Source: an optimization exercise on an open RTL-to-GDS flow (aim: small area, a short achievable clock period and few clock cycles per item). Production flows keep margins and buffers that such runs may drop. In this exercise RTL edits were held to simulation tests only and were not proved equivalent to the original.

Design alu_iter, start of the top module:
module alu_iter #(
    parameter int XLEN = 32
) (
    input  logic            clk,
    input  logic            rst,
    input  logic            in_valid,
    output logic            in_ready,
    input  logic [XLEN-1:0] read_data1,
    input  logic [XLEN-1:0] read_data2,
    input  logic [XLEN-1:0] imm,
    input  logic            ALUSrc,
    input  logic [1:0]      ALUOp,
    input  logic [2:0]      funct3,
    input  logic [6:0]      funct7,
    output logic            out_valid,
    input  logic            out_ready,
    output logic [XLEN-1:0] ALU_result,
    output logic            zero,
    output logic            illegal
);
Size: ~180 flip-flops, about 23000 um2 of cells after synthesis.
export LEC_CHECK = 0
export CAP_MARGIN = 20
export CORE_MARGIN = 2
export CORE_UTILIZATION = 40
export SETUP_SLACK_MARGIN = 3.0
export SLEW_MARGIN = 20
create_clock -name core_clock -period 8.0 [get_ports {clk}]
run.sh (not shown) runs the stock make flow with config.mk's settings and CLKGATE_MAP_FILE= SYNTH_SCRIPT=/design/flow/synth_recipe.tcl, a recipe that flattens the netlist after the stock synthesis.
The first run produced a clean layout.
Testbench counts at the start, summed over its fixed seeds: cycles 54,217, items 16,000.
Edit:
--- a/flow/design.v
+++ b/flow/design.v
@@ -88,30 +88,28 @@
     logic free, done, step, fin, capture;
     assign free    = !out_valid_q || out_ready;
     assign done    = (in_idle && !k_mul && !div_go) ||
                      (in_mul && ((cnt7 && !k_more) || cnt8)) ||
                      ((in_d2 || in_div) && cnt0 && !div_fix) || in_fin;
     assign step    = v1_q && free;
     assign fin     = step && done;
     assign in_ready = !v1_q || (done && free);
     assign capture = in_valid && in_ready;
     logic        a_neg_in, b_neg_in, bz_in;
-    logic [5:0]  lz_b, lz_a;
-    logic [6:0]  i0_in, i0_q;
+    logic [5:0]  lz_b, lz_a, lz_b_q, lz_a_q;
     logic [4:0]  i0;
     assign a_neg_in = !funct3[0] && op_a[31];
     assign b_neg_in = !funct3[0] && op_b[31];
     assign bz_in    = (op_b == 32'd0);
     alu_lzc32 u_lz_b (.x((b_neg_in ? ~op_b : op_b) | 32'd1), .lz(lz_b));
     alu_lzc32 u_lz_a (.x(a_neg_in ? ~op_a : op_a), .lz(lz_a));
-    assign i0_in = {1'b0, lz_b} - {1'b0, lz_a} + {6'd0, a_neg_in};
-    assign i0_d  = i0_q;
+    assign i0_d = {1'b0, lz_b_q} - {1'b0, lz_a_q} + {6'd0, k_aneg};
     assign i0   = i0_d[4:0];      
     function automatic logic [5:0] booth2(input logic [3:0] b, input logic bm);
         booth2 = {b[3] && !(b[2] && b[1]), b[2] ^ b[1],
                   (b[3] && !b[2] && !b[1]) || (!b[3] && b[2] && b[1]),
                   b[1] && !(b[0] && bm), b[0] ^ bm,
                   (b[1] && !b[0] && !bm) || (!b[1] && b[0] && bm)};
     endfunction
     logic [5:0] bd_q;
     logic       n0, o0, w0, n1, o1, w1;
     assign {n1, o1, w1, n0, o0, w0} = bd_q;
@@ -283,21 +281,22 @@
             k_ill  <= d_ill;
             k_inv  <= d_sub || d_slt;
             k_sext <= d_slt && !funct3[0];
             k_sll  <= !funct3[2];
             k_sra  <= is_i ? imm[10] : alt;
             k_as   <= funct3[1] ^ funct3[0];               
             k_hi   <= funct3[1] | funct3[0];               
             k_more <= funct3[1] && op_b[31];               
             k_rem  <= funct3[1];
             k_dz   <= d_div && bz_in;
-            i0_q   <= i0_in;
+            lz_a_q <= lz_a;
+            lz_b_q <= lz_b;
             k_aneg <= d_div && a_neg_in && !bz_in;
             k_bneg <= d_div && b_neg_in;
         end else if (step) begin
             if (in_idle && k_aneg)
                 a_q <= t[31:0];                             
             else if (in_d2 || in_div)
                 a_q <= q_nx;
             if (k_mul)
                 b_q <= mlo_nx;
         end
Final area increases by 1.2%. Area after synthesis went up by 3.2%. Clock skew falls by 0.0062 ns. Hold slack improved by 0.011 ns. Sequential share of layout area rises by 0.30 points. Die area rises by 3.1%. Worst setup slack is worse by 0.16 ns. Clock-buffer cell count does not change. Global-route usage goes up by 1.9 points. Final cell count climbs by 1.5%. Routed wire length goes up by 5.0%. Non-clock buffer count fell by 23.
Testbench counts after the change, summed over its fixed seeds: cycles 54,217, items 16,000.

========
Setup of JK:
Another version of the RTL of alu_iter (not shown whole).
Size in the first run: roughly 180 flip-flops, about 150 I/O pins, roughly 0.023 mm^2 of cells after synthesis.
export LEC_CHECK = 0
export CAP_MARGIN = 20
export CORE_MARGIN = 2
export CORE_UTILIZATION = 40
export SETUP_SLACK_MARGIN = 3.0
export SLEW_MARGIN = 20
export TNS_END_PERCENT = 5
create_clock -name core_clock -period 8.0 [get_ports {clk}]
Testbench counts of JK, summed over its fixed seeds: cycles 54,217, items 16,000.
Inputs modified between JK and MS:
--- a/flow/design.v
+++ b/flow/design.v
@@ -306,25 +306,25 @@
                     (in_mul && cnt7 && !k_hi && !k_more) ? mlo_nx : t[35:4];
         if (capture)
             {xinv_q, yinv_q} <= {d_div && a_neg_in && !bz_in, d_sub || d_slt};
         else if (step)
             {xinv_q, yinv_q} <= (in_fin || ((in_d2 || in_div) && cnt0)) ? 2'b10 : {1'b0, !k_bneg};
         if (capture)
             bd_q <= booth2(op_b[3:0], 1'b0);
         else if (step)
             bd_q <= booth2((in_mul && cnt7) ? 4'd0 : b_q[7:4], b_q[3]);
     end
     assign out_valid  = out_valid_q;
     assign ALU_result = out_hi_q ? hi_q : lo_q;
-    assign zero       = out_hi_q ? (hi_q == 32'd0) : (lo_q == 32'd0);
+    assign zero       = (ALU_result == 32'd0);
     assign illegal    = illegal_q;
 endmodule
 module alu_lzc32 (
     input  logic [31:0] x,
     output logic [5:0]  lz
 );
     logic [15:0] v1;  logic [15:0] c1;         
     logic [7:0]  v2;  logic [15:0] c2;         
     logic [3:0]  v3;  logic [11:0] c3;         
     logic [1:0]  v4;  logic [7:0]  c4;         
     for (genvar i = 0; i < 16; i++) begin : g_l1
         assign v1[i] = x[2*i+1] | x[2*i];
[summary]
- Compared with JK, in MS detailed-route vias per instance now smaller, simple-gate share of the synthesized area now smaller.
- Going from JK to MS, design area shrank by a few percent.
- Detailed-route via count delta (MS − JK): favourable
- Compared with JK, in MS relative max-transition margin has increased; amount of wire on met3 after detailed routing now sits lower; global-route usage now smaller.
Testbench counts of MS, summed over its fixed seeds: cycles 54,217, items 16,000.

-- port drivers added, routing unchanged --
In the flow no input, the clock included, has a driving cell. The finished layouts below were timed again as built, in two steps. Step 1 (the two cells are an assumption about what drives the block):
set clk [get_ports {clk}]
set_driving_cell -lib_cell sky130_fd_sc_hd__clkbuf_16 $clk
set_driving_cell -lib_cell sky130_fd_sc_hd__buf_2 [delete_from_list [all_inputs] $clk]
Step 2 also shifts input and output timing later by t, the mid clock arrival at the registers, as if the neighbouring blocks saw the same clock. Three values: no drivers, after step 1, after step 2; two values: the first two.
run | t (ns) | slack for setup (ns) | hold WS [ns] | worst register clock-pin slew, ns | cell pins on the clock port's net
the first run of note 1 | 0.578 | 2.988 / 2.988 / 2.593 | 0.535 / 0.535 / 0.535 | 0.10 / 0.10 | 1
the second run of note 1 | 0.553 | 2.826 / 2.826 / 2.692 | 0.546 / 0.546 / 0.546 | 0.10 / 0.10 | 1
JK | 0.550 | 2.832 / 2.767 / 2.385 | 0.542 / 0.542 / 0.542 | 0.09 / 0.09 | 1
MS | 0.585 | 2.913 / 2.893 / 2.369 | 0.546 / 0.546 / 0.546 | 0.09 / 0.09 | 1
After both steps every run listed still meets setup and hold. The setup slack of MS, which loses most, moves by -0.020 ns with the drivers and by -0.544 ns with both steps.
